Source: an optimization exercise on an open RTL-to-GDS flow (aim: small area, a short achievable clock period and few clock cycles per item). Production flows keep margins and buffers that such runs may drop.
At most, simulation tests tie the RTL to the original design; equivalence was not proved.
No activity file was given, so power comes from the tool's default toggle rates.

## delta
==> flow/design.v (excerpt) <==
module ai_density_engine #(
    parameter int                     GRID       = 10,
    parameter int                     NUM_SHIPS  = 5,
    parameter logic [4*NUM_SHIPS-1:0] SHIP_LENS  = {4'd2, 4'd3, 4'd3, 4'd4, 4'd5},
    parameter int                     CW         = 8,
    parameter int                     HIT_WEIGHT = 4
) (
    input  logic                  clock,
    input  logic                  reset,
    input  logic [1:0]            addr,
    input  logic                  write_en,
    input  logic [GRID*GRID-1:0]  data_in,
    output logic                  wait_request,
    output logic [GRID*GRID+3:0]  data_out
);
    localparam int N = 100;
    logic [N-1:0] fired;       
    logic [N-1:0] hit;
    logic [4:0]   ships;
    logic         busy;
    logic [3:0]   rcnt;
    logic         res_valid;
    logic [6:0]   res_idx;
    logic [7:0]   res_max;
    logic         start;
    logic [3:0]   row;
    assign start = !busy && write_en && (addr == 2'd0);
    assign row   = busy ? rcnt : 4'd0;
    logic [3:0] vfb [10], vhb [10], vfa [10], vha [10];
    logic [3:0] vob, voa;
    always_comb begin
        for (int d = 1; d <= 4; d++) begin
            vob[d-1] = !(int'(row) >= d);
            voa[d-1] = !(int'(row) + d <= 9);
        end
        for (int c = 0; c < 10; c++) begin
            for (int d = 1; d <= 4; d++) begin
                vfb[c][d-1] = fired[(10-d)*10+c]; vhb[c][d-1] = hit[(10-d)*10+c];
                vfa[c][d-1] = fired[d*10+c];      vha[c][d-1] = hit[d*10+c];
  ...
For scale: ~230 flip-flops, roughly 210 I/O pins.
export LEC_CHECK = 0
export ABC_AREA = 1
export CAP_MARGIN = 60
export CORE_MARGIN = 2
export CORE_UTILIZATION = 60
export SLEW_MARGIN = 60
export SYNTH_HIERARCHICAL = 1
create_clock -name core_clock -period 70.0 [get_ports {clock}]
standard.sh (not shown) runs the stock make flow with config.mk's settings and CLKGATE_MAP_FILE= SYNTH_SCRIPT=/design/flow/synth_recipe.tcl, a recipe that flattens the netlist after the stock synthesis.
==> flow/flow/run.sh <==
#!/bin/bash
# Standard layout, with the port buffers made from buf_2 cells instead of the
# default choice of buffer_ports.
set -o pipefail
export BUFFER_PORTS_ARGS="-buffer_cell sky130_fd_sc_hd__buf_2"
bash standard.sh 2>&1 | tee standard.log
Testbench counts of delta, summed over its fixed seeds: cycles 2,688, queries 192.
What amber does differently from delta at the input level:
--- a/flow/design.v
+++ b/flow/design.v
@@ -33,18 +33,35 @@
     input  logic sa,
     input  logic b,
     input  logic sb,
     input  logic c,
     input  logic sc,
     output logic y
 );
     assign y = (a & sa) | (b & sb) | (c & sc);
 endmodule
+module ai_read_lo (
+    input  logic [1:0]  addr,
+    input  logic [15:0] res,
+    input  logic [15:0] fired,
+    input  logic [15:0] hit,
+    input  logic [4:0]  ships,
+    output logic [15:0] d
+);
+    always_comb begin
+        case (addr)
+            2'd0:    d = res;
+            2'd1:    d = fired;
+            2'd2:    d = hit;
+            default: d = {11'd0, ships};
+        endcase
+    end
+endmodule
 module ai_density_engine #(
     parameter int                     GRID       = 10,
     parameter int                     NUM_SHIPS  = 5,
     parameter logic [4*NUM_SHIPS-1:0] SHIP_LENS  = {4'd2, 4'd3, 4'd3, 4'd4, 4'd5},
     parameter int                     CW         = 8,
     parameter int                     HIT_WEIGHT = 4
 ) (
     input  logic                  clock,
     input  logic                  reset,
@@ -2100,31 +2117,30 @@
         for (int j = 10; j >= 1; j--)
             if (alive[0][j]) begin
                 col   = 4'(j - 1);
                 inrow = 1'b1;
             end
         if (alive[0][0]) bidx = res_idx;
         else if (inrow)  bidx = 7'(row * 10 + col);
         else             bidx = 7'd127;
     end
-    logic sel0, sel1, sel2, sel3;
-    assign sel0 = (addr == 2'd0);
+    logic sel1, sel2;
     assign sel1 = (addr == 2'd1);
     assign sel2 = (addr == 2'd2);
-    assign sel3 = (addr == 2'd3);
+    logic [15:0] res_word;
+    logic [15:0] rd_lo;
+    assign res_word = {res_valid, res_idx, res_max};
+    ai_read_lo u_rd_lo (.addr(addr), .res(res_word), .fired(fired[15:0]), .hit(hit[15:0]),
+        .ships(ships), .d(rd_lo));
     always_comb begin
-        logic [15:0] res_word;
-        res_word = {res_valid, res_idx, res_max};
-        for (int i = 0; i < N; i++) begin
+        for (int i = 0; i < N; i++)
             data_out[i] = (sel1 & fired[i]) | (sel2 & hit[i]);
-            if (i < 16) data_out[i] = data_out[i] | (sel0 & res_word[i]);
-            if (i < 5)  data_out[i] = data_out[i] | (sel3 & ships[i]);
-        end
+        data_out[15:0]  = rd_lo;
         data_out[N+3:N] = '0;
     end
     assign wait_request = busy;
     logic         rot;
     logic         clr;
     logic         ld_fired, ld_hit;
     logic [9:0]   keep;
     assign rot      = busy | start;
     assign ld_fired = !busy && write_en && addr == 2'd1;
--- outcome ---
- amber gives more routed length on met3 than delta did.
- amber ends up with a synthesized netlist cell count that is about 2% higher than in delta.
- The final reports for amber and delta show count of filler cells inserted in the layout lower in the former.
- As of amber, via count normalized by instance count had risen slightly compared to delta.
- Compared with delta, amber degrades DRC marker count from the first detailed-route iteration.
- Area used by multi-input combinational logic came out higher on amber than on delta.
- amber vs. delta: post-route worst setup slack lost 710 ps, total power draw picked up an extra 0.0000071 W, buffer depth of the longest clock path neither gained nor lost much, sequential cell count neither gained nor lost much, total number of multi-input combinational cells picked up an extra 2.0%.
- amber vs delta: area of the placeable core up in amber
- Diff delta -> amber: first-pass GRT wire length saw an increase; global-route met1 utilization saw a decrease.
Only the layout flow was run in amber; the RTL was not checked for function there.

ai_density_engine, a different RTL version from the one above (not shown whole).
For scale: ~3900 cells after synthesis, ~230 flip-flops.
make LEC_CHECK=0 ABC_AREA=1 CAP_MARGIN=60 CORE_MARGIN=2 CORE_UTILIZATION=60 SLEW_MARGIN=60 SYNTH_HIERARCHICAL=1 finish   # period 70.0 ns
run.sh (not shown) runs the stock make flow with config.mk's settings and CLKGATE_MAP_FILE= SYNTH_SCRIPT=/design/flow/synth_recipe.tcl, a recipe that flattens the netlist after the stock synthesis.
Stock flow here: none of the scripts above is used.
Testbench counts at the start, summed over its fixed seeds: cycles 2,688, queries 192.
Change:
--- a/flow/design.v
+++ b/flow/design.v
@@ -2115,22 +2115,19 @@
     logic         clr;
     logic         ld_fired, ld_hit;
     logic [9:0]   keep;
     assign rot      = busy | start;
     assign ld_fired = !busy && write_en && addr == 2'd1;
     assign ld_hit   = !busy && write_en && addr == 2'd2;
     assign keep     = {10{~clr}};
-    logic hold_f, hold_h;
-    assign hold_f = ~(ld_fired | rot);
-    assign hold_h = ~(ld_hit | rot);
     always_ff @(posedge clock) begin
-        fired <= (data_in & {N{ld_fired}}) | ({fired[9:0] & keep, fired[N-1:10]} & {N{rot}})
-               | (fired & {N{hold_f}});
-        hit   <= (data_in & {N{ld_hit}}) | ({hit[9:0] & keep, hit[N-1:10]} & {N{rot}})
-               | (hit & {N{hold_h}});
+        if (ld_fired | rot)
+            fired <= (data_in & {N{ld_fired}}) | ({fired[9:0] & keep, fired[N-1:10]} & {N{rot}});
+        if (ld_hit | rot)
+            hit <= (data_in & {N{ld_hit}}) | ({hit[9:0] & keep, hit[N-1:10]} & {N{rot}});
     end
     always_ff @(posedge clock) begin
         if (reset) begin
             busy      <= 1'b1;
             clr       <= 1'b1;
             rcnt      <= '0;
             ships     <= '0;
After rerunning: Sequential power went up by about 10%. Design area went up by 1.1%. Utilization went up by 0.36 points. Cell count went down by 3.7%. Combinational power went up by 41%. Wire length went down by 1.3%. Worst hold slack gains 0.025 ns. Clock-buffer cell count went up by 6. Clock power went down by about 10%.
Testbench counts after the change, summed over its fixed seeds: cycles 2,688, queries 192.

[re-timing with driven ports]
The flow's constraints put no driver on any port. The routed layouts listed below were extracted and timed again, unchanged, in two steps.
Step 1 sets driving cells, clkbuf_16 on the clock port and buf_2 on the other inputs (assumed; they add their load-dependent delay and slew).
Step 2, shift: input delay + t, output delay - t, t = (earliest + latest rising clock arrival at the registers) / 2. This alone moves slack from input paths to output paths.
Three values: no drivers, after step 1, after step 2; two values: the first two.
| run | t (ns) | setup slack, ns | worst data-port slew with drivers (ns) |
|---|---|---|---|
| delta | 0.607 | 40.412 / 40.390 / 40.390 | 0.08 |
| amber | 0.623 | 39.703 / 39.683 / 39.683 | 0.11 |
| the first run of note 2 | 0.612 | 39.557 / 39.532 / 39.532 | 0.12 |
| the second run of note 2 | 0.598 | 39.535 / 39.509 / 39.509 | 0.10 |
After both steps every run listed still meets setup and hold. For the second run of note 2, which loses most, drivers alone change the setup slack by -0.026 ns; drivers and shift together by -0.026 ns.
